This design comes from an exercise in tuning for small area, a short achievable clock period and few clock cycles per item on the open sky130 flow, not from production work. Function was checked by simulation only, so behaviour that the tests miss may differ from the original.

==> flow/design.v, too long to show whole: its modules and the start of the top module <==
// module mul_26x17_pipe: 20 lines
// module multi_seq_78: 2040 lines
module multi_seq_78 #(
    parameter int RADIX   = 78,
    parameter int DSP_LAT = 3
) (
    input  logic                 clk,
    input  logic                 rst_n,
    input  logic                 in_valid,
    output logic                 in_ready,
    input  logic [RADIX-1:0]     a,
    input  logic [RADIX-1:0]     b,
    output logic                 out_valid,
    input  logic                 out_ready,
    output logic [2*RADIX-1:0]   prod,
    output logic                 busy
);
  // ...
==> flow/run.sh <==
#!/bin/bash
# synth_recipe.tcl (not shown) runs the flow's synth.tcl, then flattens the netlist and writes it again
# the make line also repeats each setting of config.mk as NAME=value (left out here)
make -C /OpenROAD-flow-scripts/flow DESIGN_CONFIG=/design/flow/config.mk WORK_HOME=/design/flow/orfs CLKGATE_MAP_FILE= SYNTH_SCRIPT=/design/flow/synth_recipe.tcl finish
==> flow/config.mk <==
export PLATFORM = sky130hd
export DESIGN_NAME = multi_seq_78
export DESIGN_NICKNAME = multi_seq_78
export VERILOG_FILES = /design/flow/design.v
export SDC_FILE = /design/flow/constraint.sdc
export NUM_CORES = 4
export LEC_CHECK = 0
export ABC_AREA = 1
export CAP_MARGIN = 20
export CORE_MARGIN = 2
export CORE_UTILIZATION = 65
export PLACE_DENSITY = 0.75
export SETUP_SLACK_MARGIN = 4.0
export SLEW_MARGIN = 20
==> flow/constraint.sdc <==
create_clock -name core_clock -period 6.8 [get_ports {clk}]
set_input_delay 1.3600 -clock core_clock [delete_from_list [all_inputs] [get_ports {clk}]]
set_output_delay 1.3600 -clock core_clock [all_outputs]
set_load 0.01 [all_outputs]
==> impl_metrics.tcl, run 1 <==
set metrics [dict create \
    synth_cells 3382 \
    setup_viol_count_final 0 \
    critical_path.cell_chain "fa_2 > ha_4 > nand2_4 > inv_2 > a21oi_4 > nand2_4 > nand2_4 > nand2_8 > nand2_8 > nand2_8 > nand2_8 > nand2_8 > fa_2 > xnor2_2 > o21ai_1" \
    worst_hold_path.num_cells 0 \
    fin_tns_setup_ns 0 \
    drc 0 \
    place_congestion 0.9351 \
    critical_path_arrival_ns 3.26 \
    clock_tree.buffer_depth 3 \
    globalRouteMet1Util_pct 46.35 \
    r2r_cells 15 \
    initial_core_util_pct 65.35 \
    area_dominant_class "multi-input gates" \
    synth_seq_cells 376 \
    vias 25740 \
    routed.top_layer "met4" \
    fin_cells 4264 \
    run_status "no timing/DRC/antenna violations" \
    yosysUniqueCellTypes 46 \
    route.final.wire_length_um 93840 \
    post-route-min-period_ns 2.939 \
    wl_met3_um 8943 \
]
Testbench counts, summed over its fixed seeds: cycles 20,800, items 1,600.
==> run 2, diff against run 1 <==
==> flow/flow/run.sh (new file) <==
#!/bin/bash
set -o pipefail
export BUFFER_PORTS_ARGS="-buffer_cell sky130_fd_sc_hd__buf_2"
bash standard.sh > standard.log 2>&1
==> flow/standard.sh (new file) <==
#!/bin/bash
# synth_recipe.tcl (not shown) runs the flow's synth.tcl, then flattens the netlist and writes it again
# the make line also repeats each setting of config.mk as NAME=value (left out here)
make -C /OpenROAD-flow-scripts/flow DESIGN_CONFIG=/design/flow/config.mk WORK_HOME=/design/flow/orfs CLKGATE_MAP_FILE= SYNTH_SCRIPT=/design/flow/synth_recipe.tcl "${@:-finish}"
removed: flow/run.sh
==> run 2 against run 1 <==
Still clean. First-iteration DRC count grew 0.94%. Global-route usage shrank 0.73 points. Die area is the same. Sequential share of layout area grew 1.2 points. Flip-flop and latch count is the same. Non-clock buffer count is the same. Largest cell class unchanged.
==> impl_metrics.tcl, run 2 <==
set metrics [dict create \
    largest_register "lo_r" \
    wire_length_of_the_first_global_routing_pass_um 137400 \
    fin_cells 4264 \
    yosys-top-cells-count "sky130_fd_sc_hd__nand2_1 (685), sky130_fd_sc_hd__inv_1 (415), sky130_fd_sc_hd__fa_1 (320), sky130_fd_sc_hd__xor2_1 (320), sky130_fd_sc_hd__o22ai_1 (308)" \
    layout.cells.most_common "sky130_fd_sc_hd__nand2_1" \
    synth_top_cell_by_area "sky130_fd_sc_hd__fa_1" \
    drtIter0Drc 2577 \
    report.final.slew_viol_count 0 \
    r2r_cells 18 \
    grt_max_degree 101 \
    synth-async-reset-ratio_pct 0 \
    reg2reg_from "lc_r[6]$_DFF_P_" \
    reg.largest.list "lo_r (80), hsn_r (79)" \
    nets 4271 \
    maxCapViolations 0 \
    yosysTopAreaCellShare_pct 20.66 \
    first_global_vias 25910 \
    critical-path-top-delay-family "simple AND/OR/NAND/NOR gates" \
    viasPerCell 5.990 \
    slew_headroom_pct 30.38 \
    post_synth.cell_area_avg_um2 9.168 \
    cts-buffers-inserted 44 \
    avgRoutedWirePerCell_um 21.14 \
    min_path_type "reg2reg" \
    fmaxAchievable_mhz 335.9 \
    n_fill_cell 3392 \
    worstSetupEndpointType "flop" \
    crit_start "lc_r[6]$_DFF_P_" \
    yosysUniqueCellTypes 46 \
    fin_tns_setup_ns 0 \
    hpwl_um 60970 \
    setup_viol_count_final 0 \
    vias 25540 \
    core_region_area_um2 47450 \
    grt_setup_unrepaired "yes" \
    critical_path.cell_chain "fa_1 > ha_4 > nand2_4 > inv_2 > a21oi_2 > nand2_2 > nand2_4 > nand2_8 > nand2_8 > nand2_8 > nand2_8 > nand2_8 > buf_4 > buf_8 > nand2_4 > nand3_1 > nand3_1 > nand2_1" \
    row_count 80 \
    synthMostInstantiatedCell "sky130_fd_sc_hd__nand2_1" \
    dpl_cell_area_um2 32410 \
    synth-edff-count 180 \
    clk-insertion-delay-late_ns 0.61 \
    clock_tree.root_cell "sky130_fd_sc_hd__clkbuf_16" \
    synth_top_flop_cell "sky130_fd_sc_hd__dfxtp_1" \
    die_width_um 222.4 \
    run_status "no timing/DRC/antenna violations" \
    antenna_violations_before_repair 3 \
    synth.yosys.seq_area_share_pct 30.09 \
    worst_hold_path.num_cells 0 \
    layout-drive-gt1-share_pct 19.68 \
    clk_pin_slew_worst_paths_ns 0.07 \
    cts_tree "yes" \
    route.antenna.remaining_nets 0 \
    timing_hold_violations_final 0 \
    cp_num_cells 18 \
    buffer_ports.inserted 318 \
    htree_num_levels 2 \
    area_overhead_vs_synth_pct 14.41 \
    grtUsageTotal_pct 35.22 \
    part_of_the_cycle_the_worst_path_needs_pct 43.78 \
    num_io_pins 319 \
    dr.pass1.iters 8 \
    synth.top_cells.by_area "sky130_fd_sc_hd__fa_1 (21%), sky130_fd_sc_hd__edfxtp_1 (17%), sky130_fd_sc_hd__dfxtp_1 (13%)" \
    cts_sinks 376 \
    die_height_um 222.4 \
    crit_path_buf_inv_count 3 \
    post-route-min-period_ns 2.977 \
    max_slew.worst_pin.slew_ns 1.033 \
    synth_cells 3382 \
    drc 0 \
    initial_core_util_pct 65.35 \
    fp.dieArea_um2 49460 \
    final.setup_skew_ns 0.01930 \
    largest_reg_flops 80 \
    critical_path.most_common_cell "sky130_fd_sc_hd__nand2_8" \
    holdCritStartpoint "neg_r[3]$_DFF_P_" \
    timing.critical_path.fanout_max 6 \
    fin_worst_hold_slack_ns 0.4347 \
    critical_path_arrival_ns 3.34 \
    layout_common_cells "sky130_fd_sc_hd__nand2_1 (665), sky130_fd_sc_hd__inv_1 (409), sky130_fd_sc_hd__xor2_1 (320)" \
    yosysWarnings 1 \
    place_congestion 0.9353 \
    critical-path-slowest-cell "sky130_fd_sc_hd__fa_1" \
    synth.cell_area_um2 31010 \
    post-place-cells 4121 \
    synth_seq_cells 376 \
    syn_nets 4041 \
    final_design_area_no_fill_um2 35470 \
    timing_worst_setup_path_type "reg2reg" \
    clock_tree.buffer_depth 3 \
    critical_path.max_stage_delay_ns 0.59 \
    worstSetupStartpointType "flop" \
    grt_overflow_total 0 \
    route.final.wire_length_um 90140 \
    worst_ep_required_time_ns 7.16 \
]
-- run 2: cell counts after synthesis --
Identical to the previous run, type by type.
-- run 2: final timing paths --
check             slack, ns                 to
setup / recovery       3.82  a_r[61]$_DFFE_PP_
hold / removal         0.43  hsn_r[78]$_DFF_P_
setup reg to reg       3.82  a_r[61]$_DFFE_PP_
hold reg to reg        0.43  hsn_r[78]$_DFF_P_
-- run 2: metal layers --
metal	routed length [um]	track usage [%]	up-vias
li1	-	-	11400
met1	34450	45.42	12360
met2	43320	58.29	1477
met3	8294	6.519	296
met4	4072	15.83	2
met5	13	0	-
-- run 2: timing repair --
action,in CTS,in global routing
hold endpoints to repair,0,0
buffers inserted,15,33
pin swaps,17,22
gates resized for setup,104,121
setup endpoints to repair,247,134
hold buffers,0,0
cloned,6,6
-- run 2: metrics by stage --
stage | setup slack, ns | util, %
floorplan | 3.984 | -
global placement | 3.472 | 68.31
detailed placement | 3.387 | 68.31
CTS | 3.919 | 73.00
global route | 3.694 | 74.77
finish | 3.823 | 74.77
-- run 2: cell type report --
| type | instances | area [um^2] | area share (%) |
|---|---|---|---|
| diodes | 1 | 2.502 | 0.007054 |
| flip-flops and latches | 376 | 9345 | 26.34 |
| inverters | 457 | 1857 | 5.234 |
| clock buffers | 63 | 1350 | 3.806 |
| well taps | 615 | 769.5 | 2.169 |
| multi-input cells | 2348 | 19550 | 55.10 |
| repair buffers | 381 | 2336 | 6.585 |
| clock inverters | 19 | 239.0 | 0.6737 |
| repair inverters | 4 | 27.53 | 0.07760 |
-- run 2: worst register-to-register path, stage by stage (launching register included) --
cell	delay [ns]
sky130_fd_sc_hd__dfxtp_2	0.32
sky130_fd_sc_hd__fa_1	0.59
sky130_fd_sc_hd__ha_4	0.23
sky130_fd_sc_hd__nand2_4	0.08
sky130_fd_sc_hd__inv_2	0.05
sky130_fd_sc_hd__a21oi_2	0.19
sky130_fd_sc_hd__nand2_2	0.12
sky130_fd_sc_hd__nand2_4	0.11
sky130_fd_sc_hd__nand2_8	0.09
sky130_fd_sc_hd__nand2_8	0.10
sky130_fd_sc_hd__nand2_8	0.10
sky130_fd_sc_hd__nand2_8	0.11
sky130_fd_sc_hd__nand2_8	0.06
sky130_fd_sc_hd__buf_4	0.15
sky130_fd_sc_hd__buf_8	0.14
sky130_fd_sc_hd__nand2_4	0.07
sky130_fd_sc_hd__nand3_1	0.08
sky130_fd_sc_hd__nand3_1	0.09
sky130_fd_sc_hd__nand2_1	0.06
-- run 2: kinds of logic after synthesis --
family,synth area share [%]
buffers and inverters,9.019
DFF,30.09
and+or+nand+nor,14.25
adders and majority gates,27.88
AOI/OAI and AO/OA,9.237
xor gates and xnor gates,9.519

## separate check: timing with driven ports
In the flow no input, the clock included, has a driving cell. The finished layouts below were timed again as built, in two steps.
Step 1 (the two cells are an assumption about what drives the block):
set clk [get_ports {clk}]
set_driving_cell -lib_cell sky130_fd_sc_hd__clkbuf_16 $clk
set_driving_cell -lib_cell sky130_fd_sc_hd__buf_2 [delete_from_list [all_inputs] $clk]
Step 2, shift: input delay + t, output delay - t, t = (earliest + latest rising clock arrival at the registers) / 2. This alone moves slack from input paths to output paths.
Three values: ideal ports, drivers, drivers and shift; two values: the first two.
run | t, ns | setup slack, ns | hold WS [ns]
run 1 | 0.657 | 3.861 / 3.861 / 3.518 | 0.448 / 0.448 / 0.448
run 2 | 0.658 | 3.823 / 3.823 / 3.823 | 0.435 / 0.435 / 0.435
After both steps setup and hold are still met in every run listed. The setup slack of run 1, which loses most, moves by 0.000 ns with the drivers and by -0.343 ns with both steps.
